Source: an optimization exercise on an open RTL-to-GDS flow (aim: small area). Production flows keep margins and buffers that such runs may drop. Function was checked by simulation only, so behaviour that the tests miss may differ from the original. Power and IR drop assume default switching activity.

--- flow/run.sh ---
#!/bin/bash
# Standard layout, with a clock tree of small buffers built without dummy
# loads, and buffer trees of small buffers for the wide nets.
set -o pipefail
cd "$(dirname "$0")/.."
export CTS_ARGS="-sink_clustering_enable -repair_clock_nets -dont_use_dummy_load -sink_clustering_size 10 -sink_clustering_max_diameter 40 -buf_list sky130_fd_sc_hd__clkbuf_4"
export REMOVE_ABC_BUFFERS=1
export PRE_RESIZE_TCL="$PWD/flow/resize_pre.tcl"
bash standard.sh > standard.log 2>&1
--- design.v ---
`default_nettype none
package tile_pkg;
  typedef logic [4-1:0] coord_t;
  typedef logic [(2 + 2 * 4)-1:0] map_addr_t;
  typedef logic [4-1:0] tile_t;
  typedef logic [3-1:0] class_t;
  localparam class_t cls_floor   = 3'd0;
  localparam class_t cls_wall    = 3'd1;
  localparam class_t cls_key     = 3'd2;
  localparam class_t cls_door    = 3'd3;
  localparam class_t cls_monster = 3'd4;
  localparam class_t cls_stairs  = 3'd5;
  function automatic logic [3-1:0] tile_class(input logic [4-1:0] t);
    tile_class = (t[3] | (t[2] & t[1])) ? 3'd1 : t[2:0];
  endfunction
  typedef logic [4:0] pair_t;
  function automatic logic pair_top_monster(input logic [4:0] p);
    pair_top_monster = p[4] & p[3];
  endfunction
  function automatic logic [3-1:0] pair_low(input logic [4:0] p);
    pair_low = (p[4] & p[3]) ? p[2:0] : p[4:2];
  endfunction
  function automatic logic [3-1:0] pair_top(input logic [4:0] p);
    pair_top = (p[4] & p[3]) ? 3'd4 : {1'b0, p[1:0]};
  endfunction
  function automatic logic [4:0] pair_write(input logic [4:0] p, input logic top,
                                            input logic [3-1:0] c);
    logic [3-1:0] a;
    logic [3-1:0] b;
    if (!top) begin
      if (p[4] & p[3]) begin
        pair_write = {2'b11, c};
      end else begin
        pair_write = {c, p[1:0]};
      end
    end else begin
      a = (c == 3'd5) ? 3'd1 : c;
      if (p[4] & p[3]) begin
        b = p[2:0];
      end else begin
        b = p[4:2];
      end
      if (b[2] & b[1]) begin
        b = 3'd1;
      end
      if (a == 3'd4) begin
        pair_write = {2'b11, b};
      end else begin
        pair_write = {b, a[1:0]};
      end
    end
  endfunction
endpackage
`default_nettype wire
`default_nettype none
package player_pkg;
  typedef enum logic [1:0] {
    dir_left,
    dir_down,
    dir_up,
    dir_right
  } dir_t;
  typedef logic [16-1:0] health_t;
  typedef logic [8-1:0]   keys_t;
  typedef logic [2-1:0]  floor_t;
endpackage
`default_nettype wire
`timescale 1ns/100ps
`default_nettype none
module move_decode (
  input  wire                   clk,
  input  wire                   rst_n,
  input  wire [3:0]             kbd,
  input  wire                   busy,
  input  wire tile_pkg::coord_t player_x,
  input  wire tile_pkg::coord_t player_y,
  output logic                  move,
  output player_pkg::dir_t      dir
);
  logic [3:0]       kbd_q;
  logic [3:0]       kbd_qq;
  logic [3:0]       rise;
  player_pkg::dir_t dir_nxt;
  logic             step_ok;
  always_ff @(posedge clk or negedge rst_n) begin
    if (!rst_n) begin
      kbd_q  <= '0;
      kbd_qq <= '0;
    end else begin
      kbd_q  <= kbd;
      kbd_qq <= kbd_q;
    end
  end
  assign rise = kbd_q & ~kbd_qq;
  always_comb begin
    if (rise[0]) begin
      dir_nxt = player_pkg::dir_left;
      step_ok = (player_x != '0);
    end else if (rise[1]) begin
      dir_nxt = player_pkg::dir_down;
      step_ok = (player_y != tile_pkg::coord_t'(16 - 1));
    end else if (rise[2]) begin
      dir_nxt = player_pkg::dir_up;
      step_ok = (player_y != '0);
    end else begin
      dir_nxt = player_pkg::dir_right;
      step_ok = rise[3] & (player_x != tile_pkg::coord_t'(16 - 1));
    end
  end
  always_ff @(posedge clk or negedge rst_n) begin
    if (!rst_n) begin
      move <= 1'b0;
    end else begin
      move <= step_ok & ~busy;
    end
  end
  always_ff @(posedge clk) begin
    if (!busy) begin
      dir <= dir_nxt;
    end
  end
endmodule
`default_nettype wire
`timescale 1ns/100ps
`default_nettype none
module tile_interact (
  input  wire                     clk,
  input  wire                     rst_n,
  input  wire                     move,
  input  wire player_pkg::dir_t   dir,
  input  wire tile_pkg::coord_t   player_x,
  input  wire tile_pkg::coord_t   player_y,
  input  wire player_pkg::floor_t floor,
  input  wire                     has_key,
  input  wire                     can_fight,
  input  wire tile_pkg::class_t   rd_class,
  output logic                    busy,
  output tile_pkg::map_addr_t     addr,
  output logic                    clear,
  output logic                    apply,
  output logic                    step,
  output logic                    take_key,
  output logic                    use_key,
  output logic                    fight,
  output logic                    climb,
  output tile_pkg::coord_t        new_x,
  output tile_pkg::coord_t        new_y
);
  logic st_read;
  logic st_decide;
  always_ff @(posedge clk or negedge rst_n) begin
    if (!rst_n) begin
      st_read   <= 1'b0;
      st_decide <= 1'b0;
    end else begin
      st_read   <= move;
      st_decide <= st_read;
    end
  end
  assign busy  = move | st_read | st_decide;
  assign apply = st_decide;
  always_comb begin
    new_x = player_x;
    new_y = player_y;
    case (dir)
      player_pkg::dir_left:  new_x = player_x - 1'b1;
      player_pkg::dir_right: new_x = player_x + 1'b1;
      player_pkg::dir_up:    new_y = player_y - 1'b1;
      default:               new_y = player_y + 1'b1;
    endcase
  end
  assign addr = {floor, new_y, new_x};
  logic top;
  assign top = (floor == player_pkg::floor_t'(4 - 1));
  always_comb begin
    step     = 1'b0;
    take_key = 1'b0;
    use_key  = 1'b0;
    fight    = 1'b0;
    climb    = 1'b0;
    case (rd_class)
      tile_pkg::cls_floor: begin
        step = 1'b1;
      end
      tile_pkg::cls_key: begin
        step     = 1'b1;
        take_key = 1'b1;
      end
      tile_pkg::cls_door: begin
        step    = has_key;
        use_key = has_key;
      end
      tile_pkg::cls_monster: begin
        step  = can_fight;
        fight = can_fight;
      end
      tile_pkg::cls_stairs: begin
        climb = ~top;
      end
      default: begin
      end
    endcase
  end
  assign clear = take_key | use_key | fight;
endmodule
`default_nettype wire
`timescale 1ns/100ps
`default_nettype none
module player_stats (
  input  wire                       clk,
  input  wire                       rst_n,
  input  wire                       apply,
  input  wire                       step,
  input  wire                       take_key,
  input  wire                       use_key,
  input  wire                       fight,
  input  wire                       climb,
  input  wire tile_pkg::coord_t     new_x,
  input  wire tile_pkg::coord_t     new_y,
  output tile_pkg::coord_t          player_x,
  output tile_pkg::coord_t          player_y,
  output player_pkg::health_t       health,
  output player_pkg::keys_t         key_num,
  output player_pkg::floor_t        floor,
  output logic                      has_key,
  output logic                      can_fight
);
  logic hi_n;
  logic lo_n;
  always_ff @(posedge clk or negedge rst_n) begin
    if (!rst_n) begin
      player_x <= tile_pkg::coord_t'(1);
      player_y <= tile_pkg::coord_t'(1);
      hi_n     <= 1'b0;
      lo_n     <= 1'b0;
      key_num  <= '0;
      floor    <= '0;
    end else if (apply) begin
      if (step) begin
        player_x <= new_x;
        player_y <= new_y;
      end
      if (take_key) begin
        key_num <= key_num + 1'b1;
      end
      if (use_key) begin
        key_num <= key_num - 1'b1;
      end
      if (fight) begin
        lo_n <= ~lo_n;
        hi_n <= hi_n | lo_n;
      end
      if (climb) begin
        floor <= floor + 1'b1;
      end
    end
  end
  always_comb begin
    health    = '0;
    health[6] = ~hi_n;
    health[2] = ~hi_n;
    health[3] = hi_n;
    health[5] = ~lo_n;
    health[1] = lo_n;
  end
  assign has_key   = (key_num != '0);
  assign can_fight = ~(hi_n & lo_n);
endmodule
`default_nettype wire
`timescale 1ns/100ps
`default_nettype none
module cell_en (
  input  wire  row_n,
  input  wire  col_n,
  output logic en
);
  assign en = ~(row_n | col_n);
endmodule
module map_cell #(
  parameter int W = 3
) (
  input  wire          clk,
  input  wire          en,
  input  wire  [W-1:0] wdata,
  output logic [W-1:0] q
);
  always_ff @(posedge clk) begin
    if (en) begin
      q <= wdata;
    end
  end
endmodule
module rd_leaf (
  input  wire [2:0] sel,
  input  wire [2:0] d,
  output logic      y_n
);
  assign y_n = ~|(sel & d);
endmodule
module rd_leaf1 (
  input  wire  sel,
  input  wire  d,
  output logic y_n
);
  assign y_n = ~(sel & d);
endmodule
module rd_plane (
  input  wire [16*16-1:0] sel,
  input  wire [16*16-1:0] d,
  output logic                      y
);
  localparam int N    = 16 * 16;
  localparam int LEAF = N / 3;
  logic [LEAF:0] y_n;
  for (genvar i = 0; i < LEAF; i++) begin : g_leaf
    rd_leaf u_leaf (
      .sel (sel[3*i +: 3]),
      .d   (d[3*i +: 3]),
      .y_n (y_n[i])
    );
  end
  rd_leaf1 u_last (
    .sel (sel[N-1]),
    .d   (d[N-1]),
    .y_n (y_n[LEAF])
  );
  assign y = ~&y_n;
endmodule
module dec4n (
  input  wire [3:0]  a,
  input  wire        en,
  output logic [15:0] y_n
);
  for (genvar i = 0; i < 16; i++) begin : g_out
    assign y_n[i] = ~(en & (a == 4'(i)));
  end
endmodule
module map_ram (
  input  wire                      clk,
  input  wire tile_pkg::map_addr_t addr,
  input  wire                      clear,
  input  wire                      load_we,
  input  wire tile_pkg::map_addr_t load_addr,
  input  wire tile_pkg::tile_t     load_tile,
  output tile_pkg::class_t         rd_class
);
  localparam int PLANE = 16 * 16;
  localparam int CW    = 3;
  tile_pkg::map_addr_t wr_addr;
  tile_pkg::class_t    wcls;
  logic                wr_en;
  logic [1:0]          wr_f;
  always_ff @(posedge clk) begin
    wr_en   <= load_we | clear;
    wr_addr <= load_we ? load_addr : addr;
    wcls    <= load_we ? tile_pkg::tile_class(load_tile) : tile_pkg::cls_floor;
  end
  assign wr_f = wr_addr[(2 + 2 * 4)-1:2*4];
  logic [16-1:0] prow_n;
  logic [16-1:0] row1_n;
  logic [16-1:0] row2_n;
  logic [16-1:0] col_n;
  dec4n u_prow (
    .a   (wr_addr[2*4-1:4]),
    .en  (wr_en & (wr_f == 2'd0 || wr_f == 2'd3)),
    .y_n (prow_n)
  );
  dec4n u_row1 (
    .a   (wr_addr[2*4-1:4]),
    .en  (wr_en & (wr_f == 2'd1)),
    .y_n (row1_n)
  );
  dec4n u_row2 (
    .a   (wr_addr[2*4-1:4]),
    .en  (wr_en & (wr_f == 2'd2)),
    .y_n (row2_n)
  );
  dec4n u_col (
    .a   (wr_addr[4-1:0]),
    .en  (1'b1),
    .y_n (col_n)
  );
  logic [PLANE-1:0]    pen;
  logic [PLANE-1:0]    pbits [5];
  logic [PLANE-1:0]    bits1 [CW];
  logic [PLANE-1:0]    bits2 [CW];
  tile_pkg::pair_t     p_old;
  tile_pkg::pair_t     p_new;
  for (genvar b = 0; b < 5; b++) begin : g_pold
    rd_plane u_plane (
      .sel (pen),
      .d   (pbits[b]),
      .y   (p_old[b])
    );
  end
  assign p_new = tile_pkg::pair_write(p_old, wr_f[0], wcls);
  for (genvar i = 0; i < PLANE; i++) begin : g_cell
    tile_pkg::pair_t  pq;
    tile_pkg::class_t q1;
    tile_pkg::class_t q2;
    logic             en1;
    logic             en2;
    cell_en u_pair_en (
      .row_n (prow_n[i / 16]),
      .col_n (col_n[i % 16]),
      .en    (pen[i])
    );
    map_cell #(.W(5)) u_pair (
      .clk   (clk),
      .en    (pen[i]),
      .wdata (p_new),
      .q     (pq)
    );
    cell_en u_f1_en (
      .row_n (row1_n[i / 16]),
      .col_n (col_n[i % 16]),
      .en    (en1)
    );
    map_cell #(.W(CW)) u_f1 (
      .clk   (clk),
      .en    (en1),
      .wdata (wcls),
      .q     (q1)
    );
    cell_en u_f2_en (
      .row_n (row2_n[i / 16]),
      .col_n (col_n[i % 16]),
      .en    (en2)
    );
    map_cell #(.W(CW)) u_f2 (
      .clk   (clk),
      .en    (en2),
      .wdata (wcls),
      .q     (q2)
    );
    for (genvar b = 0; b < 5; b++) begin : g_pb
      assign pbits[b][i] = pq[b];
    end
    for (genvar b = 0; b < CW; b++) begin : g_b
      assign bits1[b][i] = q1[b];
      assign bits2[b][i] = q2[b];
    end
  end
  logic [PLANE-1:0]   sel_yx;
  logic [16-1:0] rd_y_n;
  logic [16-1:0] rd_x_n;
  dec4n u_rd_y (
    .a   (addr[2*4-1:4]),
    .en  (1'b1),
    .y_n (rd_y_n)
  );
  dec4n u_rd_x (
    .a   (addr[4-1:0]),
    .en  (1'b1),
    .y_n (rd_x_n)
  );
  for (genvar i = 0; i < PLANE; i++) begin : g_sel
    cell_en u_sel (
      .row_n (rd_y_n[i / 16]),
      .col_n (rd_x_n[i % 16]),
      .en    (sel_yx[i])
    );
  end
  tile_pkg::pair_t  rp;
  tile_pkg::class_t r1;
  tile_pkg::class_t r2;
  for (genvar b = 0; b < 5; b++) begin : g_rp
    rd_plane u_plane (
      .sel (sel_yx),
      .d   (pbits[b]),
      .y   (rp[b])
    );
  end
  for (genvar b = 0; b < CW; b++) begin : g_r12
    rd_plane u_plane1 (
      .sel (sel_yx),
      .d   (bits1[b]),
      .y   (r1[b])
    );
    rd_plane u_plane2 (
      .sel (sel_yx),
      .d   (bits2[b]),
      .y   (r2[b])
    );
  end
  tile_pkg::class_t rd_val;
  always_comb begin
    case (addr[(2 + 2 * 4)-1:2*4])
      2'd0:    rd_val = tile_pkg::pair_low(rp);
      2'd1:    rd_val = r1;
      2'd2:    rd_val = r2;
      default: rd_val = tile_pkg::pair_top(rp);
    endcase
  end
  always_ff @(posedge clk) begin
    rd_class <= (wr_en && wr_addr == addr) ? wcls : rd_val;
  end
endmodule
`default_nettype wire
`timescale 1ns/100ps
`default_nettype none
module tower_core (
  input  wire                      clk,
  input  wire                      rst_n,
  input  wire [3:0]                kbd,
  input  wire                      load_we,
  input  wire tile_pkg::map_addr_t load_addr,
  input  wire tile_pkg::tile_t     load_tile,
  output logic                     busy,
  output tile_pkg::coord_t         player_x,
  output tile_pkg::coord_t         player_y,
  output player_pkg::health_t      health,
  output player_pkg::keys_t        key_num,
  output player_pkg::floor_t       floor
);
  logic                move;
  player_pkg::dir_t    dir;
  tile_pkg::map_addr_t addr;
  tile_pkg::class_t    rd_class;
  logic                clear;
  logic                apply;
  logic                step;
  logic                take_key;
  logic                use_key;
  logic                fight;
  logic                climb;
  tile_pkg::coord_t    new_x;
  tile_pkg::coord_t    new_y;
  logic                has_key;
  logic                can_fight;
  move_decode u_move_decode (
    .clk      (clk),
    .rst_n    (rst_n),
    .kbd      (kbd),
    .busy     (busy),
    .player_x (player_x),
    .player_y (player_y),
    .move     (move),
    .dir      (dir)
  );
  tile_interact u_tile_interact (
    .clk       (clk),
    .rst_n     (rst_n),
    .move      (move),
    .dir       (dir),
    .player_x  (player_x),
    .player_y  (player_y),
    .floor     (floor),
    .has_key   (has_key),
    .can_fight (can_fight),
    .rd_class  (rd_class),
    .busy      (busy),
    .addr      (addr),
    .clear     (clear),
    .apply     (apply),
    .step      (step),
    .take_key  (take_key),
    .use_key   (use_key),
    .fight     (fight),
    .climb     (climb),
    .new_x     (new_x),
    .new_y     (new_y)
  );
  player_stats u_player_stats (
    .clk       (clk),
    .rst_n     (rst_n),
    .apply     (apply),
    .step      (step),
    .take_key  (take_key),
    .use_key   (use_key),
    .fight     (fight),
    .climb     (climb),
    .new_x     (new_x),
    .new_y     (new_y),
    .player_x  (player_x),
    .player_y  (player_y),
    .health    (health),
    .key_num   (key_num),
    .floor     (floor),
    .has_key   (has_key),
    .can_fight (can_fight)
  );
  map_ram u_map_ram (
    .clk       (clk),
    .addr      (addr),
    .clear     (clear & apply),
    .load_we   (load_we),
    .load_addr (load_addr),
    .load_tile (load_tile),
    .rd_class  (rd_class)
  );
endmodule
`default_nettype wire
--- constraint.sdc ---
create_clock -name core_clock -period 10.0 [get_ports {clk}]
set_input_delay 2.0000 -clock core_clock [delete_from_list [all_inputs] [get_ports {clk}]]
set_output_delay 2.0000 -clock core_clock [all_outputs]
set_load 0.01 [all_outputs]
--- flow/resize_pre.tcl ---
# Build the buffer trees of the wide write-data and select nets from small
# buffers.
set_dont_use [get_lib_cells {sky130_fd_sc_hd__buf_8 sky130_fd_sc_hd__buf_12 sky130_fd_sc_hd__buf_16 sky130_fd_sc_hd__bufbuf_8 sky130_fd_sc_hd__bufbuf_16}]
--- config.mk ---
export PLATFORM = sky130hd
export DESIGN_NAME = tower_core
export DESIGN_NICKNAME = tower_core
export VERILOG_FILES = /design/flow/design.v
export SDC_FILE = /design/flow/constraint.sdc
export NUM_CORES = 8
export LEC_CHECK = 0
export CAP_MARGIN = 20
export CORE_MARGIN = 2
export CORE_UTILIZATION = 35
export GPL_TIMING_DRIVEN = 0
export SLEW_MARGIN = 20
export SYNTH_HIERARCHICAL = 1
export SYNTH_MEMORY_MAX_BITS = 8192
--- standard.sh ---
#!/bin/bash
# synth_recipe.tcl (not shown) runs the flow's synth.tcl, then flattens the netlist and writes it again
# the make line also repeats each setting of config.mk as NAME=value (left out here)
make -C /OpenROAD-flow-scripts/flow DESIGN_CONFIG=/design/flow/config.mk WORK_HOME=/design/flow/orfs CLKGATE_MAP_FILE= SYNTH_SCRIPT=/design/flow/synth_recipe.tcl "${@:-finish}"
==> summary.txt, run 1 <==
Drt
  – Post-Route WL: roughly 350000 microns
  – DRT iter0 DRCs: between 15000 and 20000
  – Vias per Instance: 6.64
  – WL met2: roughly 160000 microns
  – WL met3: ~43000 microns
  – Mean routed wirelength per cell: ~32 microns
  – Post-route DRC: 0
  – Final ANT Viol Nets: 0
  – Vias after detailed routing: about 72000
  – Wire length on met1: 126000 microns
  – Max Used Layer: met5
  – Total iterations of the first detailed-routing run: 13

Timing
  – Final setup TNS: 0 ns
  – Fmax: roughly 120 MHz
  – Min cycle time layout: around 8.5 ns
  – Max Slew Vio Count: 0
  – Final setup margin: between 1 and 1.5 ns
  – Setup-failing EPs final: 0
  – Final Cycle Share: 85.2%
  – Final clock skew: roughly 0.19 ns
  – Hold Vio Cnt, Final: 0
  – RSZ-0062 raised after global routing: false
  – Slew @ Worst Pin: 1.27 ns
  – Worst slew margin: approximately 15%

Status
  – Status: no timing/DRC/antenna violations

GRT
  – GRT Util Overall: about a fifth
  – Largest net degree at the start of global routing: 70
  – Wire length of the first global-routing pass: just under 500000 microns
  – Vias in the first global route: between 60000 and 70000
  – Gr ovfl total: 0
  – Initial antenna violation count: 29

Cells and area
  – Most common cell after layout, fill and taps aside: edfxtp_1
  – Final cell count without fillers: 10900
  – Final net count: 6767
  – Layout Area Growth over Synthesis: 9.88%
  – Finished Core Util: between 30% and 40%
  – Share of layout cells above drive strength 1: a little over a tenth
  – Most frequent cells in the layout: edfxtp_1, a222oi_1, nor2_1

Worst setup path
  – FF-to-FF setup slack: 1.48 ns
  – Critical setup path kind: flop to flop
  – Capture point of the worst reg-to-reg path: u_map_ram.g_cell[159].u_pair.q[1]
  – Critical Path Source: u_map_ram.wr_addr[8]
  – RR Startpoint: u_map_ram.wr_addr[8]
  – End point of the critical path: u_map_ram.g_cell[159].u_pair.q[1]
  – Crit start category: flop
  – Critical Path Sink Type: flop
  – Worst Path Required: roughly 11 ns
  – Worst r2r path cells: 18
  – Crit path max fanout: 27
  – Critical path data arrival time: slightly below 10 ns

Synth
  – Synthesized instance count: just over 6000
  – YS warnings: 18
  – Synthesized cell area: 109000 sq um
  – Largest cells by area after synthesis: edfxtp_1, a222oi_1, nor2_1
  – Synth cell types: 70
  – Synth area leader: edfxtp_1
  – Post-synthesis sequential area ratio: approximately four fifths
  – Top FF cell, synth: edfxtp_1
  – Ys async rst share: under 10%
  – Syn Area/Cell: around 18 sq um
  – Post-synth EDFFs: roughly 2800
  – Flops & latches, synth: approximately 2900
  – Synth top area share: 77.7%

Place
  – Placer Congestion: roughly 0.90
  – Placed Cells incl. Taps: between 10000 and 15000
  – HPWL Detailed: roughly 240000 microns
  – DP Worst Slack: 1.88 ns
  – Port Buffer Count: 44

Clock network
  – Clock Path Buffers: 4
  – Reg clk slew, reported paths: roughly 0.080 ns
  – CTS resizes: 0
  – H-tree depth: 5
  – Clock latency on the worst-skew pair: 1.37 ns
  – Hold_buf cts: 0
  – CTS tree: done
  – Setup bufs post-CTS: 0
  – Clk root buf: clkbuf_4
  – TritonCTS buffer count: a little over 400
  – Clk sinks: around 2900

Floorplan
  – Die span in y: 562 microns
  – Initial Util: 35.2%
  – Number of placed I/O pins: 56
  – Die area: 316000 sq um
  – Core region area: between 300000 and 400000 sq um
  – Num rows: slightly above 200
  – Horiz. Die Dim: approximately 560 microns

Power
  – Cell area power density: roughly 200 nW/um^2
  – Leakage: between 30 and 40 nW
  – Total power: between 20 and 25 mW
  – Peak supply drop: around 0.00019 V

Worst hold path
  – Worst Hold Class: flop to flop

Flow run
  – Max-cap violations: 0
-- worst min-delay path by stage --
stage | startpoint | end | slack (ns) | depth (start not counted)
2_1_floorplan | u_move_decode.kbd_q[1] | u_move_decode.kbd_qq[1] | 0.35 | 0
3_3_place_gp | u_move_decode.move | u_tile_interact.st_read | 0.36 | 0
3_5_place_dp | u_tile_interact.st_read | u_tile_interact.st_decide | 0.36 | 0
4_1_cts | rst_n | u_player_stats.key_num[6] | 0.33 | 1
5_1_grt | rst_n | u_player_stats.key_num[6] | 0.34 | 1
6_report | u_tile_interact.st_read | u_tile_interact.st_decide | 0.36 | 0
-- layout make-up --
| cell class | instances | area, sq um |
|---|---|---|
| fill | 28100 | 190000 |
| antenna | 19 | 47.5 |
| clock buffer | 403 | 3030 |
| tap | 4120 | 5150 |
| sequential | 2866 | 85800 |
| inverter | 17 | 63.8 |
| multi-input combinational | 3251 | 23700 |
| timing repair buffer | 191 | 1930 |
-- stage by stage --
stage               instance area (sq um)  hold slack [ns]
floorplan                          109000            0.347
global placement                   114000            0.356
detailed placement                 117000            0.357
CTS                                120000            0.333
global route                       120000            0.336
finish                             120000            0.361
-- routing by layer --
layer  vias up  global-route usage [%]
met1     36700                    27.3
met3       870                    5.02
met5         -                       0
met2      5255                    33.5
met4        16                    10.7
li1      29400                       -
-- synth_stat cells, types with 4 or more instances --
cell type	number
a211oi_1	5
a21oi_1	18
a222oi_1	1360
and2_1	4
and2b_2	13
and3_1	7
and3b_1	12
buf_2	4
buf_4	24
dfrtp_1	29
dfxtp_1	17
edfxtp_1	2818
ha_1	14
inv_1	15
mux2_2	20
mux2i_1	4
nand2_1	125
nand2b_1	5
nand3_1	30
nand3b_1	4
nand4_1	358
nor2_1	1042
nor2b_1	6
nor3_1	4
nor3b_2	6
nor4_1	69
o21ai_0	13
o31ai_1	5
or4_1	32
xnor2_1	17
xor2_1	7
-- flip-flops by register name (all words and copies together) (netlist names), 8 cells and up --
name                       cells
u_map_ram.g_cell.u_pair.q   1280
u_map_ram.g_cell.u_f2.q      768
u_player_stats.key_num         8
u_map_ram.g_cell.u_f1.q      768
u_map_ram.wr_addr             10
-- Yosys stat by module, one instance, submodules excluded, a selection --
module | flip-flops and latches | copies in the design
map_ram | 17 | 1
cell_en | 0 | 1024
tile_interact | 2 | 1
rd_leaf1 | 0 | 16
dec4n | 0 | 6
rd_plane | 0 | 16
tower_core | 0 | 1
player_stats | 20 | 1
rd_leaf | 0 | 1360
move_decode | 11 | 1
-- cells by family (layout without fill, tap and decap cells) --
kind of cell / count (synthesis) / count (layout) / share of synthesized area (%)
compound gates: 1428 / 1428 / 12.9
buf+inv: 48 / 611 / 0.253
other cells: 2 / 42 / 0.00690
flops: 2866 / 2866 / 78.7
xor+xnor: 24 / 24 / 0.193
simple gates: 1734 / 1734 / 7.42
mux: 26 / 26 / 0.281
fa+ha+maj: 16 / 16 / 0.198
-- worst max-delay path, cell delays in order (launching register included) --
cell and delay (ns):
dfxtp_1 0.53, clkinv_1 0.43, ha_1 0.42, and2_1 0.17, and3b_1 0.24, nand2_1 0.93
nor2_1 0.50, a222oi_1 0.56, nand4_1 0.34, nor4_2 0.93, nand4_1 0.35, or4_1 0.75
nand2_1 0.34, mux2i_1 0.23, nor2_1 0.08, a21oi_4 0.54, buf_6 0.33, buf_6 0.26
buf_6 0.26
-- power by group --
group / internal, mW / switching [mW] / total [mW]
clock: 1.84 / 3.70 / 5.54
sequential: 13.9 / 0.178 / 14.1
combinational: 1.05 / 3.62 / 4.67
==> inputs of run 2 (changes only) <==
--- a/config.mk
+++ b/config.mk
@@ -11,2 +11,3 @@
 export GPL_TIMING_DRIVEN = 0
+export PLACE_DENSITY = 0.8
 export SLEW_MARGIN = 20
==> run 2 against run 1 <==
  * Still clean
  * Global-route usage fell by 1.1 points
  * Non-clock buffer count fell by 17
  * Clock-buffer cell count decreased by 52
  * Register-to-register slack worse by 0.04 ns
  * Cell area decreased by 0.56%
  * Combinational power decreased by 4.9%
  * Area after synthesis is the same
  * Worst hold slack improved by 0.018 ns
  * Die area is the same
  * Sequential power is essentially flat
  * First-iteration DRC count is 22% higher
  * Critical path type unchanged
  * Largest power group unchanged
  * Highest routed layer unchanged
==> summary.txt, run 2 <==
Floorplan
  – Die span in y: 562 microns (unchanged)
  – Number of placed I/O pins: 56 (unchanged)
  – Horiz. Die Dim: 562 microns (unchanged)
  – Core region area: 309000 sq um (unchanged)
  – Initial Util: 35.2% (unchanged)
  – Num rows: 204 (unchanged)
  – Die area: 316000 sq um (unchanged)

Status
  – Status: no timing/DRC/antenna violations

Cells and area
  – Final net count: 6698 (-1.0%)
  – Layout Area Growth over Synthesis: 9.26%
  – Most common cell after layout, fill and taps aside: edfxtp_1
  – Max FFs per register: 1280 (unchanged)
  – Filler Cell Count: 27500 (-2.1%)
  – Top flop regs: u_map_ram.g_cell.u_pair.q (1280), u_map_ram.g_cell.u_f1.q (768), u_map_ram.g_cell.u_f2.q (768)
  – Share of layout cells above drive strength 1: 9.40% (-1.2 points)
  – Final cell count without fillers: 10800 (-0.60%)
  – Most frequent cells in the layout: edfxtp_1, a222oi_1, nor2_1
  – Biggest register: u_map_ram.g_cell.u_pair.q

GRT
  – Initial antenna violation count: 42 (+45%)
  – GRT Util Overall: 20.1% (-1.1 points)
  – Vias in the first global route: 70300 (+2.3%)
  – Wire length of the first global-routing pass: 473000 microns (-3.5%)
  – Largest net degree at the start of global routing: 80 (+14%)
  – Gr ovfl total: 0 (unchanged)

Synth
  – Post-synth EDFFs: 2818 (unchanged)
  – YS warnings: 18 (unchanged)
  – Synth area leader: edfxtp_1
  – Top FF cell, synth: edfxtp_1
  – Compound-gate portion of the synthesized area: 12.9% (unchanged)
  – Most common cell in the netlist: edfxtp_1
  – Synthesized cell area: 109000 sq um (unchanged)
  – Ys async rst share: 1.08% (unchanged)
  – Post-synthesis simple-gate area fraction: 7.42% (unchanged)
  – Area share of fa/ha/maj cells after synthesis: 0.198% (unchanged)
  – Synthesized instance count: 6144 (unchanged)
  – Flops & latches, synth: 2866 (unchanged)
  – Largest family of logic cells by synthesized area: compound AO/OA/AOI/OAI gates
  – Post-synthesis mux area share: 0.281% (unchanged)
  – Post-Synth XOR/XNOR Area: 0.193% (unchanged)
  – Synth top cells by count: edfxtp_1, a222oi_1, nor2_1
  – Synth cell types: 70 (unchanged)
  – Post-synthesis sequential area ratio: 78.7% (unchanged)
  – Synth top area share: 77.7% (unchanged)
  – Largest cells by area after synthesis: edfxtp_1, a222oi_1, nor2_1
  – Syn Area/Cell: 17.7 sq um (unchanged)

Place
  – Port Buffer Count: 44 (unchanged)
  – Placed Cells incl. Taps: 10400 (-0.15%)
  – HPWL Detailed: 225000 microns (-4.9%)
  – Placer Congestion: 0.935 (+3.9%)

Drt
  – Final ANT Viol Nets: 0 (unchanged)
  – Vias after detailed routing: 73700 (+2.1%)
  – Post-Route WL: 334000 microns (-4.4%)
  – DRT iter0 DRCs: 19500 (+22%)
  – Vias per Instance: 6.83 (+2.7%)
  – Post-route DRC: 0 (unchanged)
  – Mean routed wirelength per cell: 30.9 microns (-3.8%)
  – Total iterations of the first detailed-routing run: 13 (unchanged)

Power
  – Peak supply drop: 0.000194 V (+4.5%)
  – Leakage: 34.7 nW (-1.1%)
  – Total power: 23.7 mW (-2.6%)
  – Cell area power density: 199 nW/um^2 (-2.0%)

Worst setup path
  – Crit path max fanout: 33 (+22%)
  – RR Startpoint: u_map_ram.wr_addr[8]
  – CP max stage cell: nor4_2
  – Buf/Inv on CP: 4 (unchanged)
  – Top cell family by delay on the critical path: simple AND/OR/NAND/NOR gates
  – Critical path data arrival time: 9.57 ns (-0.04 ns)
  – Critical Path Sink Type: flop
  – CP dominant cell by count: buf_6
  – Worst Path Required: 11.01 ns (-0.08 ns)
  – Max incr delay on CP: 1.07 ns (+0.14 ns)
  – Critical setup path kind: flop to flop
  – Critical Path Source: u_map_ram.wr_addr[8]
  – Crit start category: flop
  – Critical Path, Cell by Cell: clkinv_1 > ha_1 > and2_1 > nor3b_2 > nand2_1 > nor2_1 > a222oi_1 > nand4_1 > nor4_2 > nand4_1 > or4_1 > nand2_1 > mux2i_1 > a21oi_4 > buf_6 > buf_6 > buf_6

Clock network
  – CTS resizes: 0 (unchanged)
  – Hold_buf cts: 0 (unchanged)
  – TritonCTS buffer count: 351 (-13%)
  – H-tree depth: 5 (unchanged)
  – CTS tree: done
  – Setup bufs post-CTS: 0 (unchanged)
  – Clock Path Buffers: 4 (unchanged)
  – Reg clk slew, reported paths: 0.10 ns (+0.02 ns)
  – Clk root buf: clkbuf_4
  – Clock latency on the worst-skew pair: 1.37 ns (about the same)
  – Clk sinks: 2866 (unchanged)

Timing
  – Max Slew Vio Count: 0 (unchanged)
  – Min cycle time layout: 8.56 ns (+0.0449 ns)
  – Hold Vio Cnt, Final: 0 (unchanged)
  – Slew @ Worst Pin: 1.35 ns (+0.0766 ns)
  – RSZ-0062 raised after global routing: false
  – Final clock skew: 0.262 ns (+0.0717 ns)
  – Setup-failing EPs final: 0 (unchanged)
  – Final Cycle Share: 85.6% (+0.45 points)
  – Fmax: 117 MHz (-0.52%)
  – Final Hold Slack: 0.379 ns (+0.0184 ns)
  – Worst slew margin: 9.36% (-5.7 points)

Flow run
  – Max-cap violations: 0 (unchanged)

Worst hold path
  – Worst Hold Class: flop to flop
  – Hold Startpoint: u_move_decode.kbd_q[1]
[run 2: cell counts after synthesis]
No cell type changed its count.
[run 2: worst paths after layout]
path | end | slack (ns) | cells past startpoint
max in group asynchronous | u_player_stats.floor[1] | 8.75 | 2
min reg2reg | u_move_decode.kbd_qq[1] | 0.38 | 0
min | u_move_decode.kbd_qq[1] | 0.38 | 0
max | u_map_ram.g_cell[32].u_pair.q[0] | 1.44 | 17
max reg2reg | u_map_ram.g_cell[32].u_pair.q[0] | 1.44 | 17
min in group asynchronous | u_player_stats.player_x[3] | 0.63 | 1
[run 2: through the flow]
stage                     cell area [sq um]  setup TNS (ns)  utilization [%]  setup WS, ns
after floorplan                      109000        -8018.12                -         -6.88
after global placement               114000               -             37.0        -24.23
after detailed placement             116000               0             37.6          2.05
after CTS                            119000               0             38.4          1.91
after global routing                 119000               0             38.5          1.29
final                                119000               0             38.5          1.44
[run 2: area by class of cell]
type | count | area (sq um) | area share [%]
Sequential cell | 2866 | 85800 | 72.1
Multi-Input combinational cell | 3251 | 23600 | 19.8
Tap cell | 4120 | 5150 | 4.33
Clock buffer | 351 | 2640 | 2.21
Timing Repair Buffer | 174 | 1760 | 1.48
Inverter | 17 | 63.8 | 0.0536
Antenna cell | 23 | 57.6 | 0.0484
[run 2: worst register-to-register path, stage by stage (launching register included)]
cell      delay, ns
dfxtp_1        0.52
clkinv_1       0.41
ha_1           0.40
and2_1         0.16
nor3b_2        0.19
nand2_1        0.89
nor2_1         0.45
a222oi_1       0.61
nand4_1        0.33
nor4_2         1.08
nand4_1        0.17
or4_1          0.74
nand2_1        0.35
mux2i_1        0.20
a21oi_4        0.74
buf_6          0.35
buf_6          0.29
buf_6          0.32
[run 2: layer usage]
layer  wire, microns  track usage, %
met3           54900            6.27
met2          147000            30.5
met5             229               0
met1          104000            24.1
met4           28300            14.9
[run 2: modules after synthesis, one instance, submodules excluded, a selection]
module         cells inside  flip-flops and latches
player_stats            120                      20
rd_plane                 29                       0
tile_interact            63                       2
tower_core                1                       0
move_decode              28                      11
map_ram                 114                      17
rd_leaf                   1                       0
rd_leaf1                  1                       0
dec4n                    23                       0
[run 2: cells by family (layout without fill, tap and decap cells)]
logic type / count (synthesis) / after routing
other cells: 2 / 46
fa+ha+maj: 16 / 16
compound gates: 1428 / 1428
flops: 2866 / 2866
buf+inv: 48 / 542
xor+xnor: 24 / 24
simple gates: 1734 / 1734
mux: 26 / 26
[run 2: where the power goes]
part,switching [mW],internal (mW)
clock network,3.54,1.61
logic,3.42,1.01
registers,0.175,13.9
==> inputs of run 3 (changes only) <==
--- a/flow/run.sh
+++ b/flow/run.sh
@@ -7,2 +7,3 @@
 export REMOVE_ABC_BUFFERS=1
+export BUFFER_PORTS_ARGS="-buffer_cell sky130_fd_sc_hd__buf_1"
 export PRE_RESIZE_TCL="$PWD/flow/resize_pre.tcl"
==> run 3 against run 2 <==
  * Still clean on timing, DRC and antenna
  * Non-clock buffer count decreased by 3
  * Synthesized cell count is the same
  * Routed wire length shrank 0.51%
  * First-iteration DRC count increased by 5.7%
  * Via count fell by 0.39%
  * Combinational power is 2% lower
  * Clock power increased by 2%
  * Die area unchanged
  * Cell area decreased by 0.16%
  * Critical endpoint is now u_map_ram.g_cell[42].u_pair.q[4]
  * Highest routed layer unchanged
==> summary.txt, run 3 <==
Cells and area
  – Share of layout cells above drive strength 1: 9.63% (+0.23 points)
  – Max FFs per register: 1280 (unchanged)
  – Final net count: 6704 (+0.090%)
  – Layout Area Growth over Synthesis: 9.09%
  – Top flop regs: u_map_ram.g_cell.u_pair.q (1280), u_map_ram.g_cell.u_f1.q (768), u_map_ram.g_cell.u_f2.q (768)
  – Most common cell after layout, fill and taps aside: edfxtp_1
  – Most frequent cells in the layout: edfxtp_1, a222oi_1, nor2_1
  – Biggest register: u_map_ram.g_cell.u_pair.q

Drt
  – Vias after detailed routing: 73400 (-0.39%)
  – DRT iter0 DRCs: 20600 (+5.7%)
  – Total iterations of the first detailed-routing run: 14 (+1)
  – Post-Route WL: 332000 microns (-0.51%)
  – Post-route DRC: 0 (unchanged)
  – Mean routed wirelength per cell: 30.7 microns (-0.58%)
  – Final ANT Viol Nets: 0 (unchanged)
  – Vias per Instance: 6.79 (-0.47%)

Synth
  – Flops & latches, synth: 2866 (unchanged)
  – Synth area leader: edfxtp_1
  – YS warnings: 18 (unchanged)
  – Synth top area share: 77.7% (unchanged)
  – Synth top cells by count: edfxtp_1, a222oi_1, nor2_1
  – Most common cell in the netlist: edfxtp_1
  – Synthesized cell area: 109000 sq um (unchanged)
  – Synth cell types: 70 (unchanged)
  – Post-synthesis sequential area ratio: 78.7% (unchanged)
  – Ys async rst share: 1.08% (unchanged)
  – Largest cells by area after synthesis: edfxtp_1, a222oi_1, nor2_1
  – Syn Area/Cell: 17.7 sq um (unchanged)
  – Synthesized instance count: 6144 (unchanged)
  – Post-synth EDFFs: 2818 (unchanged)
  – Top FF cell, synth: edfxtp_1

Floorplan
  – Num rows: 204 (unchanged)
  – Horiz. Die Dim: 562 microns (unchanged)
  – Initial Util: 35.2% (unchanged)
  – Core region area: 309000 sq um (unchanged)
  – Die area: 316000 sq um (unchanged)
  – Number of placed I/O pins: 56 (unchanged)
  – Die span in y: 562 microns (unchanged)

Power
  – Switching share of power: 30.3% (+0.13 points)
  – Clock share of power: 22.1% (+0.4 points)
  – Leakage: 34.6 nW (-0.28%)
  – Cell area power density: 200 nW/um^2 (+0.20%)
  – Reg power frac: 59.5% (about the same)
  – Comb power frac: 18.4% (-0.3 points)
  – Int Pwr: 16.5 mW (-0.13%)
  – Peak supply drop: 0.000184 V (-5.2%)
  – Switching power: 7.18 mW (+0.47%)

Worst hold path
  – Worst Hold Class: flop to flop

Clock network
  – CTS resizes: 0 (unchanged)
  – Clock Path Buffers: 4 (unchanged)
  – TritonCTS buffer count: 360 (+2.6%)
  – Setup bufs post-CTS: 0 (unchanged)
  – Clk sinks: 2866 (unchanged)
  – Hold_buf cts: 0 (unchanged)
  – H-tree depth: 5 (unchanged)
  – Reg clk slew, reported paths: 0.11 ns (about the same)
  – Clock latency on the worst-skew pair: 1.39 ns (+0.02 ns)
  – Clk root buf: clkbuf_4
  – CTS tree: done

Timing
  – Final setup margin: 2.01 ns (+0.570 ns)
  – RSZ-0062 raised after global routing: false
  – Fmax: 125 MHz (+7.1%)
  – Setup-failing EPs final: 0 (unchanged)
  – Final clock skew: 0.251 ns (-0.0108 ns)
  – Worst slew margin: 12.8% (+3.5 points)
  – Min cycle time layout: 7.99 ns (-0.570 ns)
  – Slew @ Worst Pin: 1.30 ns (-0.0434 ns)
  – Max Slew Vio Count: 0 (unchanged)
  – Final Cycle Share: 79.9% (-5.7 points)
  – Final setup TNS: 0 ns (unchanged)
  – Hold Vio Cnt, Final: 0 (unchanged)

Place
  – HPWL Detailed: 224000 microns (-0.63%)
  – Placer Congestion: 0.950 (+1.6%)
  – DP Worst Slack: 2.12 ns (+0.0681 ns)
  – Port Buffer Count: 44 (unchanged)

Worst setup path
  – Crit path max fanout: 28 (-15%)
  – Buf/Inv on CP: 4 (unchanged)
  – CP max stage cell: nand2_1
  – Critical Path Sink Type: flop
  – Critical Path, Cell by Cell: clkinv_1 > ha_1 > and2_1 > nor3b_2 > nand2_1 > nor2_1 > a222oi_1 > nand4_1 > nor4_2 > nand4_1 > or4_1 > nand2b_1 > a21boi_0 > nor3_1 > a21oi_4 > buf_6 > buf_6 > buf_6
  – CP dominant cell by count: buf_6
  – Crit start category: flop
  – Critical setup path kind: flop to flop
  – Worst Path Required: 11.04 ns (+0.03 ns)
  – Top cell family by delay on the critical path: simple AND/OR/NAND/NOR gates
  – Max incr delay on CP: 0.98 ns (-0.09 ns)
  – Critical path data arrival time: 9.03 ns (-0.54 ns)

Status
  – Status: no timing/DRC/antenna violations

Flow run
  – Max-cap violations: 0 (unchanged)

GRT
  – Wire length of the first global-routing pass: 470000 microns (-0.70%)
  – GRT Util Overall: 20.0% (-0.12 points)
  – Gr ovfl total: 0 (unchanged)
  – Largest net degree at the start of global routing: 79 (-1.3%)
  – Vias in the first global route: 69700 (-0.84%)
  – Initial antenna violation count: 19 (-55%)
run 3: cell counts after synthesis:
Identical to the previous run, type by type.
run 3: routing by layer:
| metal | global-route usage [%] | wire length (microns) | vias up |
|---|---|---|---|
| met3 | 6.13 | 54500 | 1136 |
| li1 | - | - | 29200 |
| met2 | 30.4 | 147000 | 7362 |
| met1 | 24.3 | 105000 | 35800 |
| met5 | 0 | 71 | - |
| met4 | 13.7 | 26200 | 10 |
run 3: through the flow:
stage | util, % | instances | total power [mW] | hold WS (ns) | instance area (sq um)
final | 38.4 | 10800 | 23.7 | 0.388 | 119000
after global routing | 38.4 | 10800 | 24.2 | 0.402 | 119000
after CTS | 38.4 | 10800 | 23.5 | 0.390 | 119000
after detailed placement | 37.5 | 10400 | 18.5 | 0.359 | 116000
after global placement | 36.9 | 10300 | 18.5 | 0.355 | 114000
after floorplan | - | 6134 | 16.4 | 0.347 | 109000
run 3: final cells by class:
class	count	area, sq um
tap	4120	5150
inverter	17	63.8
timing repair buffer	171	1450
sequential	2866	85800
clock buffer	360	2700
fill	27500	191000
antenna	25	62.6
multi-input combinational	3251	23600
run 3: worst paths after layout:
check	cells past startpoint	from	slack, ns	to
min	0	u_move_decode.kbd_q[1]	0.39	u_move_decode.kbd_qq[1]
min reg2reg	0	u_move_decode.kbd_q[1]	0.39	u_move_decode.kbd_qq[1]
max	18	u_map_ram.wr_addr[8]	2.01	u_map_ram.g_cell[42].u_pair.q[4]
max reg2reg	18	u_map_ram.wr_addr[8]	2.01	u_map_ram.g_cell[42].u_pair.q[4]
max in group asynchronous	2	rst_n	8.76	u_player_stats.player_x[0]
min in group asynchronous	1	rst_n	0.62	u_player_stats.player_x[3]
run 3: power by group through the flow:
stage                     combinational, mW  sequential (mW)  clock [mW]
after global placement                 3.40             15.1           0
after global routing                   4.39             14.1        5.71
final                                  4.35             14.1        5.24
after detailed placement               4.12             14.4           0
after floorplan                        1.68             14.8           0
after CTS                              4.12             14.1        5.28
run 3: kinds of logic (layout without fill, tap and decap cells):
family | count (synthesis) | count (layout) | share of synthesized area, %
adders and majority gates | 16 | 16 | 0.198
xor gates and xnor gates | 24 | 24 | 0.193
and+or+nand+nor | 1734 | 1734 | 7.42
buffers and inverters | 48 | 548 | 0.253
AOI/OAI and AO/OA | 1428 | 1428 | 12.9
other | 2 | 48 | 0.00690
DFF | 2866 | 2866 | 78.7
muxes | 26 | 26 | 0.281
run 3: modules after synthesis, one instance, submodules excluded, a selection:
module	cell area [sq um]	cells	flip-flops and latches	times used
cell_en	3.75	1	0	1024
tower_core	6.26	1	0	1
dec4n	123	23	0	6
rd_plane	181	29	0	16
rd_leaf1	3.75	1	0	16
map_ram	1060	114	17	1
player_stats	1210	120	20	1
move_decode	398	28	11	1
run 3: worst register-to-register path: cells and delay by family, from the launching register on:
family	cells	cell delay, ns
and+or+nand+nor	10	4.10
AOI/OAI and AO/OA	3	1.36
buffers and inverters	4	1.34
DFF	1	0.53
adders and majority gates	1	0.40
==> inputs of run 4 (changes only) <==
--- a/config.mk
+++ b/config.mk
@@ -11,3 +11,3 @@
 export GPL_TIMING_DRIVEN = 0
-export PLACE_DENSITY = 0.8
+export PLACE_DENSITY = 0.85
 export SLEW_MARGIN = 20
==> run 4 against run 3 <==
  * Fmax down 9.0%
  * Via count up 0.33%
  * Sequential power about the same
  * Combinational power up 2%
  * Cell area down 0.15%
  * Synthesized cell count unchanged
  * Worst hold slack worse by 0.0040 ns
==> summary.txt, run 4 <==
Clock network
  – H-tree depth: 5 (unchanged)
  – Clk root buf: clkbuf_4
  – TritonCTS buffer count: 357 (-0.83%)
  – CTS resizes: 0 (unchanged)
  – Setup bufs post-CTS: 0 (unchanged)
  – Reg clk slew, reported paths: 0.11 ns (about the same)
  – Clock Path Buffers: 4 (unchanged)
  – Clock latency on the worst-skew pair: 1.34 ns (-0.05 ns)
  – Hold_buf cts: 0 (unchanged)
  – CTS tree: done
  – Clk sinks: 2866 (unchanged)

Worst hold path
  – Hold Startpoint: u_move_decode.kbd_q[3]
  – Worst Hold Class: flop to flop

Worst setup path
  – Crit start category: flop
  – Buf/Inv on CP: 4 (unchanged)
  – Max incr delay on CP: 1.15 ns (+0.17 ns)
  – Critical Path, Cell by Cell: clkinv_1 > ha_1 > and2_1 > and3_1 > nand2_1 > nor2_1 > a222oi_1 > nand4_1 > nor4_1 > nand4_1 > or4_1 > nand2_1 > nand2_1 > a32oi_4 > buf_6 > buf_6 > buf_6
  – Critical Path Source: u_map_ram.wr_addr[8]
  – Crit path max fanout: 28 (unchanged)
  – Critical Path Sink Type: flop
  – Critical path data arrival time: 9.89 ns (+0.86 ns)
  – Worst Path Required: 11.10 ns (+0.06 ns)
  – Top cell family by delay on the critical path: simple AND/OR/NAND/NOR gates
  – CP max stage cell: nor4_1
  – Critical setup path kind: flop to flop
  – RR Startpoint: u_map_ram.wr_addr[8]

Cells and area
  – Share of layout cells above drive strength 1: 9.26% (-0.37 points)
  – Area of the multi-input gates: 23600 sq um (-0.32%)
  – Top flop regs: u_map_ram.g_cell.u_pair.q (1280), u_map_ram.g_cell.u_f1.q (768), u_map_ram.g_cell.u_f2.q (768)
  – Final cell count without fillers: 10800 (-0.21%)
  – Most common cell after layout, fill and taps aside: edfxtp_1
  – Final net count: 6690 (-0.21%)
  – Biggest register: u_map_ram.g_cell.u_pair.q
  – Filler Cell Count: 27400 (-0.49%)
  – Layout Area Growth over Synthesis: 8.93%
  – Most frequent cells in the layout: edfxtp_1, a222oi_1, nor2_1
  – Seq. cell area: 85800 sq um (unchanged)
  – Max FFs per register: 1280 (unchanged)

Timing
  – Slew @ Worst Pin: 1.38 ns (+0.0753 ns)
  – RSZ-0062 raised after global routing: false
  – Final clock skew: 0.253 ns (+0.00153 ns)
  – Hold Vio Cnt, Final: 0 (unchanged)
  – Final Cycle Share: 87.8% (+7.9 points)
  – Setup-failing EPs final: 0 (unchanged)
  – Max Slew Vio Count: 0 (unchanged)
  – Worst slew margin: 7.21% (-5.6 points)
  – Final setup TNS: 0 ns (unchanged)
  – Min cycle time layout: 8.78 ns (+0.792 ns)
  – Fmax: 114 MHz (-9.0%)

Synth
  – Syn Area/Cell: 17.7 sq um (unchanged)
  – Synth area leader: edfxtp_1
  – Most common cell in the netlist: edfxtp_1
  – Synth top area share: 77.7% (unchanged)
  – Largest cells by area after synthesis: edfxtp_1, a222oi_1, nor2_1
  – Post-synth EDFFs: 2818 (unchanged)
  – Top FF cell, synth: edfxtp_1
  – Synthesized cell area: 109000 sq um (unchanged)
  – Synth top cells by count: edfxtp_1, a222oi_1, nor2_1
  – Post-synthesis sequential area ratio: 78.7% (unchanged)
  – Synthesized instance count: 6144 (unchanged)
  – YS warnings: 18 (unchanged)
  – Ys async rst share: 1.08% (unchanged)
  – Flops & latches, synth: 2866 (unchanged)
  – Synth cell types: 70 (unchanged)

Power
  – Leakage: 34.5 nW (-0.12%)
  – Total power: 23.8 mW (+0.19%)
  – Peak supply drop: 0.000225 V (+23%)
  – Cell area power density: 200 nW/um^2 (+0.34%)

GRT
  – GRT Util Overall: 20.0% (+0.024 points)
  – Gr ovfl total: 0 (unchanged)
  – Initial antenna violation count: 20 (+1)
  – Wire length of the first global-routing pass: 472000 microns (+0.44%)
  – Largest net degree at the start of global routing: 80 (+1.3%)
  – Vias in the first global route: 70600 (+1.2%)

Flow run
  – Max-cap violations: 0 (unchanged)

Floorplan
  – Num rows: 204 (unchanged)
  – Horiz. Die Dim: 562 microns (unchanged)
  – Initial Util: 35.2% (unchanged)
  – Die area: 316000 sq um (unchanged)
  – Die span in y: 562 microns (unchanged)
  – Core region area: 309000 sq um (unchanged)
  – Number of placed I/O pins: 56 (unchanged)

Drt
  – Post-Route WL: 333000 microns (+0.39%)
  – Mean routed wirelength per cell: 30.9 microns (+0.60%)
  – Final ANT Viol Nets: 0 (unchanged)
  – DRT iter0 DRCs: 20500 (-0.83%)
  – Vias after detailed routing: 73700 (+0.33%)
  – Total iterations of the first detailed-routing run: 17 (+3)
  – Post-route DRC: 0 (unchanged)
  – Vias per Instance: 6.83 (+0.55%)

Place
  – Placer Congestion: 0.930 (-2.2%)
  – HPWL Detailed: 224000 microns (-0.22%)
  – Placed Cells incl. Taps: 10400 (-0.11%)
  – Port Buffer Count: 44 (unchanged)

Status
  – Status: no timing/DRC/antenna violations
==> run 4: where the power goes <==
part	switching [mW]	total [mW]	leakage [nW]	internal, mW
Clock	3.55	5.18	1.64	1.64
Sequential	0.188	14.1	26.3	13.9
Combinational	3.49	4.45	6.61	0.961
==> run 4: layout make-up <==
type                    count  share of cell area (%)
inverters                  17                  0.0538
clock buffers             357                    2.26
flip-flops and latches   2866                    72.3
repair buffers            160                    1.17
diodes                     16                  0.0337
well taps                4120                    4.35
multi-input cells        3251                    19.9
==> run 4: per-module statistics from Yosys, one instance, submodules excluded, a selection <==
module,times used,cell area [sq um],flip-flops and latches,cells
player_stats,1,1210,20,120
map_ram,1,1060,17,114
tile_interact,1,522,2,63
dec4n,6,123,0,23
rd_leaf,1360,10.0,0,1
tower_core,1,6.26,0,1
rd_leaf1,16,3.75,0,1
cell_en,1024,3.75,0,1
==> run 4: per-stage QoR <==
stage	setup WS, ns	cell area (sq um)	hold WS [ns]	utilization (%)
floorplan	-6.88	109000	0.347	-
global placement	-23.84	114000	0.355	36.9
detailed placement	1.97	116000	0.364	37.4
CTS	1.90	119000	0.390	38.3
global route	1.44	119000	0.398	38.3
finish	1.22	119000	0.384	38.3
==> run 4: worst paths after layout <==
path,to,slack (ns),cells past startpoint
max in group asynchronous,u_player_stats.player_x[0],8.68,2
hold reg to reg,u_move_decode.kbd_qq[3],0.38,0
setup reg to reg,u_map_ram.g_cell[180].u_pair.q[2],1.22,17
hold / removal,u_move_decode.kbd_qq[3],0.38,0
setup / recovery,u_map_ram.g_cell[180].u_pair.q[2],1.22,17
min in group asynchronous,u_player_stats.key_num[3],0.65,1
==> run 4: cells by family after synthesis <==
logic type	synth area share, %
DFF	78.7
AOI/OAI and AO/OA	12.9
buffers and inverters	0.253
and+or+nand+nor	7.42
other	0.00690
adders and majority gates	0.198
xor gates and xnor gates	0.193
muxes	0.281
==> run 4: routing by layer <==
layer  global-route usage [%]  wire [microns]
met1                     23.6          102000
met2                     31.0          148000
met3                     6.21           55300
met4                     14.4           28800
met5                   0.0452             152
==> inputs of run 5 (changes only) <==
--- a/flow/run.sh
+++ b/flow/run.sh
@@ -7,3 +7,2 @@
 export REMOVE_ABC_BUFFERS=1
-export BUFFER_PORTS_ARGS="-buffer_cell sky130_fd_sc_hd__buf_1"
 export PRE_RESIZE_TCL="$PWD/flow/resize_pre.tcl"
==> flow/resize_pre.tcl (replaced) <==
# Build the buffer trees of the wide write-data and select nets from small
# buffers, with gain-based buffering.
set_dont_use [get_lib_cells {sky130_fd_sc_hd__buf_8 sky130_fd_sc_hd__buf_12 sky130_fd_sc_hd__buf_16 sky130_fd_sc_hd__bufbuf_8 sky130_fd_sc_hd__bufbuf_16}]
estimate_parasitics -placement
repair_design -verbose -buffer_gain 4.0 -slew_margin 20 -cap_margin 20 -match_cell_footprint
--- a/config.mk
+++ b/config.mk
@@ -11,3 +11,3 @@
 export GPL_TIMING_DRIVEN = 0
-export PLACE_DENSITY = 0.85
+export PLACE_DENSITY = 0.8
 export SLEW_MARGIN = 20
==> run 5 against run 4 <==
  * The run now fails in placement repair (3_4_place_resized)
  * Synthesized cell count did not move
  * Area after synthesis stayed put
==> summary.txt, run 5 <==
Status
  – Status: aborted with a tool error
  – Fail Step: placement repair (3_4_place_resized)
  – Error message: [ERROR EST-0104] inconsistent parasitics state

Floorplan
  – Die span in y: 562 microns (unchanged)
  – Num rows: 204 (unchanged)
  – Initial Util: 35.2% (unchanged)
  – Number of placed I/O pins: 56 (unchanged)
  – Horiz. Die Dim: 562 microns (unchanged)

Synth
  – YS warnings: 18 (unchanged)
  – Synthesized cell area: 109000 sq um (unchanged)
  – Ys async rst share: 1.08% (unchanged)
  – Synth area leader: edfxtp_1
  – Synth top cells by count: edfxtp_1, a222oi_1, nor2_1
  – Most common cell in the netlist: edfxtp_1
  – Synth top area share: 77.7% (unchanged)
  – Post-synth EDFFs: 2818 (unchanged)
  – Flops & latches, synth: 2866 (unchanged)
  – Syn Area/Cell: 17.7 sq um (unchanged)
  – Synth cell types: 70 (unchanged)
  – Largest cells by area after synthesis: edfxtp_1, a222oi_1, nor2_1
  – Synthesized instance count: 6144 (unchanged)
  – Post-synthesis sequential area ratio: 78.7% (unchanged)
  – Top FF cell, synth: edfxtp_1

Place
  – Placer Congestion: 0.935 (+0.61%)
  – Port Buffer Count: 44 (unchanged)
run 5: worst min path at each step:
stage | start | endpoint | slack [ns] | depth (start not counted)
floorplan | u_move_decode.kbd_q[1] | u_move_decode.kbd_qq[1] | 0.35 | 0
global placement | u_move_decode.kbd_q[1] | u_move_decode.kbd_qq[1] | 0.36 | 0
run 5: per-stage QoR:
| stage | total power, mW | cells | setup WS, ns |
|---|---|---|---|
| floorplan | 16.4 | 6134 | -6.88 |
| global placement | 18.6 | 10300 | -24.23 |
run 5: modules after synthesis, one instance, submodules excluded, a selection:
module | flops+latches | cells | times used | area (sq um)
map_ram | 17 | 114 | 1 | 1060
tile_interact | 2 | 63 | 1 | 522
move_decode | 11 | 28 | 1 | 398
rd_plane | 0 | 29 | 16 | 181
rd_leaf | 0 | 1 | 1360 | 10.0
rd_leaf1 | 0 | 1 | 16 | 3.75
run 5: power groups by stage:
stage | Clock [mW] | Sequential (mW) | Combinational (mW)
global placement | 0 | 15.1 | 3.45
floorplan | 0 | 14.8 | 1.68
run 5: kinds of logic after synthesis:
group	count (synthesis)	share of synthesized area [%]
flops	2866	78.7
mux	26	0.281
buf+inv	48	0.253
simple gates	1734	7.42
fa+ha+maj	16	0.198
compound gates	1428	12.9
xor+xnor	24	0.193
other cells	2	0.00690

## separate check: timing with driven ports
No port has a modelled driver above. Below, the same layouts with a new extraction and two added sets of constraints. Step 1 (the two cells are an assumption about what drives the block):
set clk [get_ports {clk}]
set_driving_cell -lib_cell sky130_fd_sc_hd__clkbuf_16 $clk
set_driving_cell -lib_cell sky130_fd_sc_hd__buf_2 [delete_from_list [all_inputs] $clk]
Step 2, shift: input delay + t, output delay - t, t = (earliest + latest rising clock arrival at the registers) / 2. This alone moves slack from input paths to output paths. Three values: ideal, step 1, step 2; two values: the first two.
| run | shift t [ns] | setup slack, ns | worst hold slack (ns) |
|---|---|---|---|
| run 1 | 1.373 | 1.483 / 1.483 / 1.483 | 0.361 / 0.361 / 0.361 |
| run 2 | 1.337 | 1.438 / 1.438 / 1.438 | 0.379 / 0.379 / 0.379 |
| run 3 | 1.364 | 2.009 / 2.009 / 2.009 | 0.388 / 0.388 / 0.388 |
| run 4 | 1.304 | 1.217 / 1.217 / 1.217 | 0.384 / 0.384 / 0.384 |
After both steps every run listed still meets setup and hold.
